What follows belongs to an exercise in optimizing a design on an open flow for small area, a short achievable clock period and few clock cycles per item; a production flow would make more cautious choices.
Function was checked by simulation only, so behaviour that the tests miss may differ from the original.
No activity file was given, so power comes from the tool's default toggle rates.

## image_to_ascii_level_mapper
module image_to_ascii_level_mapper (
  input  logic        clk_i,
  input  logic        rst_ni,
  input  logic        in_valid_i,
  output logic        in_ready_o,
  input  logic [7:0]  sample_a_i,
  input  logic [7:0]  sample_b_i,
  input  logic [7:0]  sample_c_i,
  output logic        out_valid_o,
  input  logic        out_ready_i,
  output logic [9:0]  level_o,
  output logic [5:0]  cell_index_o,
  output logic [11:0] band_index_o,
  output logic        row_end_o,
  input  logic        cfg_valid_i,
  output logic        cfg_ready_o,
  input  logic [2:0]  cfg_index_i,
  input  logic [12:0] cfg_data_i
);
For scale: ~6,200 cells after synthesis, ~77 I/O pins.
export LEC_CHECK = 0
export CAP_MARGIN = 20
export CORE_MARGIN = 2
export CORE_UTILIZATION = 65
export CTS_BUF_LIST = sky130_fd_sc_hd__clkbuf_8
export SETUP_SLACK_MARGIN = 5
export SLEW_MARGIN = 20
create_clock -name core_clock -period 10.0 [get_ports {clk_i}]
standard.sh (not shown) runs the stock make flow with config.mk's settings and CLKGATE_MAP_FILE= SYNTH_SCRIPT=/design/flow/synth_recipe.tcl, a recipe that flattens the netlist after the stock synthesis.
==> flow/flow/run.sh <==
#!/bin/bash
# Layout flow: the standard flow (standard.sh, unchanged synthesis), with
# a larger setup repair margin so timing repair works toward a shorter period.
# The clock period and constraints are the design's (constraint.sdc as given).
set -euo pipefail
cd "$(dirname "$0")/.."
MARGIN=5.6
sed "s/SETUP_SLACK_MARGIN=[0-9.]*/SETUP_SLACK_MARGIN=${MARGIN}/" standard.sh > flow/standard_margin.sh
grep -q "SETUP_SLACK_MARGIN=${MARGIN}" flow/standard_margin.sh
bash flow/standard_margin.sh > flow_make.log 2>&1
Testbench counts at the start, summed over its fixed seeds: cycles 14,166, items 13,568.
Edit:
--- a/flow/design.v
+++ b/flow/design.v
@@ -357,33 +357,35 @@
     logic [3:0]    k_cnt_q;
     logic          k_qb_q;
     logic [SW-1:0] k_sh_q, k_rem_q;
     logic [9:0]    k_quo_q;
     logic [5:0]    k_cell_q;
     logic [11:0]   k_band_q;
     logic          k_rend_q;
-    logic [SW+1:0] x_a, x_b, s1, k1, s2, k2, t, t1, t2;
+    logic          k_neg_q;
+    logic [SW+1:0] x_a, x_b, y1, y2, s1, k1, s2, k2, t1, t2;
     logic [3:0]    qi_ld, qi_st;
     logic [8:0]    quo_inc;
     assign u_quo_q[i]  = k_quo_q;
     assign u_cell_q[i] = k_cell_q;
     assign u_band_q[i] = k_band_q;
     assign u_rend_q[i] = k_rend_q;
     assign u_load[i]   = emit_now & (ld_ptr_q == i);
     assign u_done[i]   = (k_st_q == ialm_pkg::LU_DONE);
     always_comb begin
-      x_a = {1'b0, k_rem_q, 1'b0};
+      x_a = {k_neg_q, k_rem_q, 1'b0};          
       x_b = k_qb_q ? {2'd0, k_sh_q} : '0;
-      t   = x_a + x_b;
-      s1  = x_a ^ x_b ^ ~{2'd0, d_q};
-      k1  = (x_a & x_b) | ((x_a | x_b) & ~{2'd0, d_q});
-      t1  = s1 + {k1[SW:0], 1'b1};
-      s2  = x_a ^ x_b ^ ~{1'b0, d2};
-      k2  = (x_a & x_b) | ((x_a | x_b) & ~{1'b0, d2});
-      t2  = s2 + {k2[SW:0], 1'b1};
+      y1  = k_neg_q ? {2'd0, d_q} : ~{2'd0, d_q};    
+      y2  = k_neg_q ? '0 : ~{1'b0, d2};              
+      s1  = x_a ^ x_b ^ y1;
+      k1  = (x_a & x_b) | ((x_a | x_b) & y1);
+      t1  = s1 + {k1[SW:0], ~k_neg_q};
+      s2  = x_a ^ x_b ^ y2;
+      k2  = (x_a & x_b) | ((x_a | x_b) & y2);
+      t2  = s2 + {k2[SW:0], ~k_neg_q};
       quo_inc = k_quo_q[8:0] + 9'd1;           
       qi_ld = q_msb - 4'd1;
       qi_st = k_cnt_q - 4'd2;
     end
     always_ff @(posedge clk_i or negedge rst_ni) begin
       if (!rst_ni) begin
         k_st_q <= ialm_pkg::LU_IDLE;
@@ -391,28 +393,24 @@
         k_st_q <= st_d;
       end
     end
     always_ff @(posedge clk_i) begin
       if (u_load[i]) begin
         k_sh_q   <= c_short;
         k_rem_q  <= c_zero ? '0 : c_short;
+        k_neg_q  <= 1'b0;
         k_quo_q  <= {9'd0, c_zero & (pal_q != '0)};
         k_cnt_q  <= q_msb;
         k_qb_q   <= pal_q[qi_ld];
         k_cell_q <= a_s_q;
         k_band_q <= a_band_q;
         k_rend_q <= a_rend_q;
       end else begin
-        if (!t2[SW+1]) begin
-          k_rem_q <= t2[SW-1:0];
-        end else if (!t1[SW+1]) begin
-          k_rem_q <= t1[SW-1:0];
-        end else begin
-          k_rem_q <= t[SW-1:0];
-        end
+        k_rem_q <= !t2[SW+1] ? t2[SW-1:0] : t1[SW-1:0];
+        k_neg_q <= t2[SW+1] & t1[SW+1];
         k_cnt_q <= k_cnt_q - 4'd1;
         k_qb_q  <= pal_q[qi_st];
         if (k_st_q == ialm_pkg::LU_STEP) begin
           if (!t2[SW+1]) begin
             k_quo_q <= {quo_inc, 1'b0};
           end else if (!t1[SW+1]) begin
             k_quo_q <= {k_quo_q[8:0], 1'b1};
Result:
- The new run finished clean
- via count falls by about 3%
- area after synthesis shrinks by about 2%
- worst setup slack got worse by 0.092 ns
- critical path depth decreases by 5
- core utilization decreases by 0.18 points
- combinational power is higher by about 10%
- fmax goes down by 2.0%
Testbench counts after the change, summed over its fixed seeds: cycles 14,166, items 13,568.

## static timing again, ports no longer ideal
The results above use ideal ports. As a check the final layouts listed here were re-extracted and re-timed, cells and wires unchanged. Step 1 (the two cells are an assumption about what drives the block):
set clk [get_ports {clk_i}]
set_driving_cell -lib_cell sky130_fd_sc_hd__clkbuf_16 $clk
set_driving_cell -lib_cell sky130_fd_sc_hd__buf_2 [delete_from_list [all_inputs] $clk]
Step 2 adds t to the input delays and takes it off the output delays; t is the mean of the earliest and latest rising clock arrival at the registers after step 1. Input paths then give back, and output paths get back, about the clock's delay inside the block. Slacks: ideal ports / drivers / drivers and shift; pairs: ideal ports / drivers.
| run | t (ns) | setup slack, ns | hold WS [ns] | worst slew at a driven data input, ns |
|---|---|---|---|---|
| the first run | 1.054 | 5.614 / 5.614 / 4.898 | 0.369 / 0.369 / 0.369 | 0.06 |
| the second run | 1.057 | 5.522 / 5.522 / 4.693 | 0.374 / 0.374 / 0.374 | 0.05 |
After both steps every run listed still meets setup and hold. For the second run, which loses most, drivers alone change the setup slack by 0.000 ns; drivers and shift together by -0.829 ns.
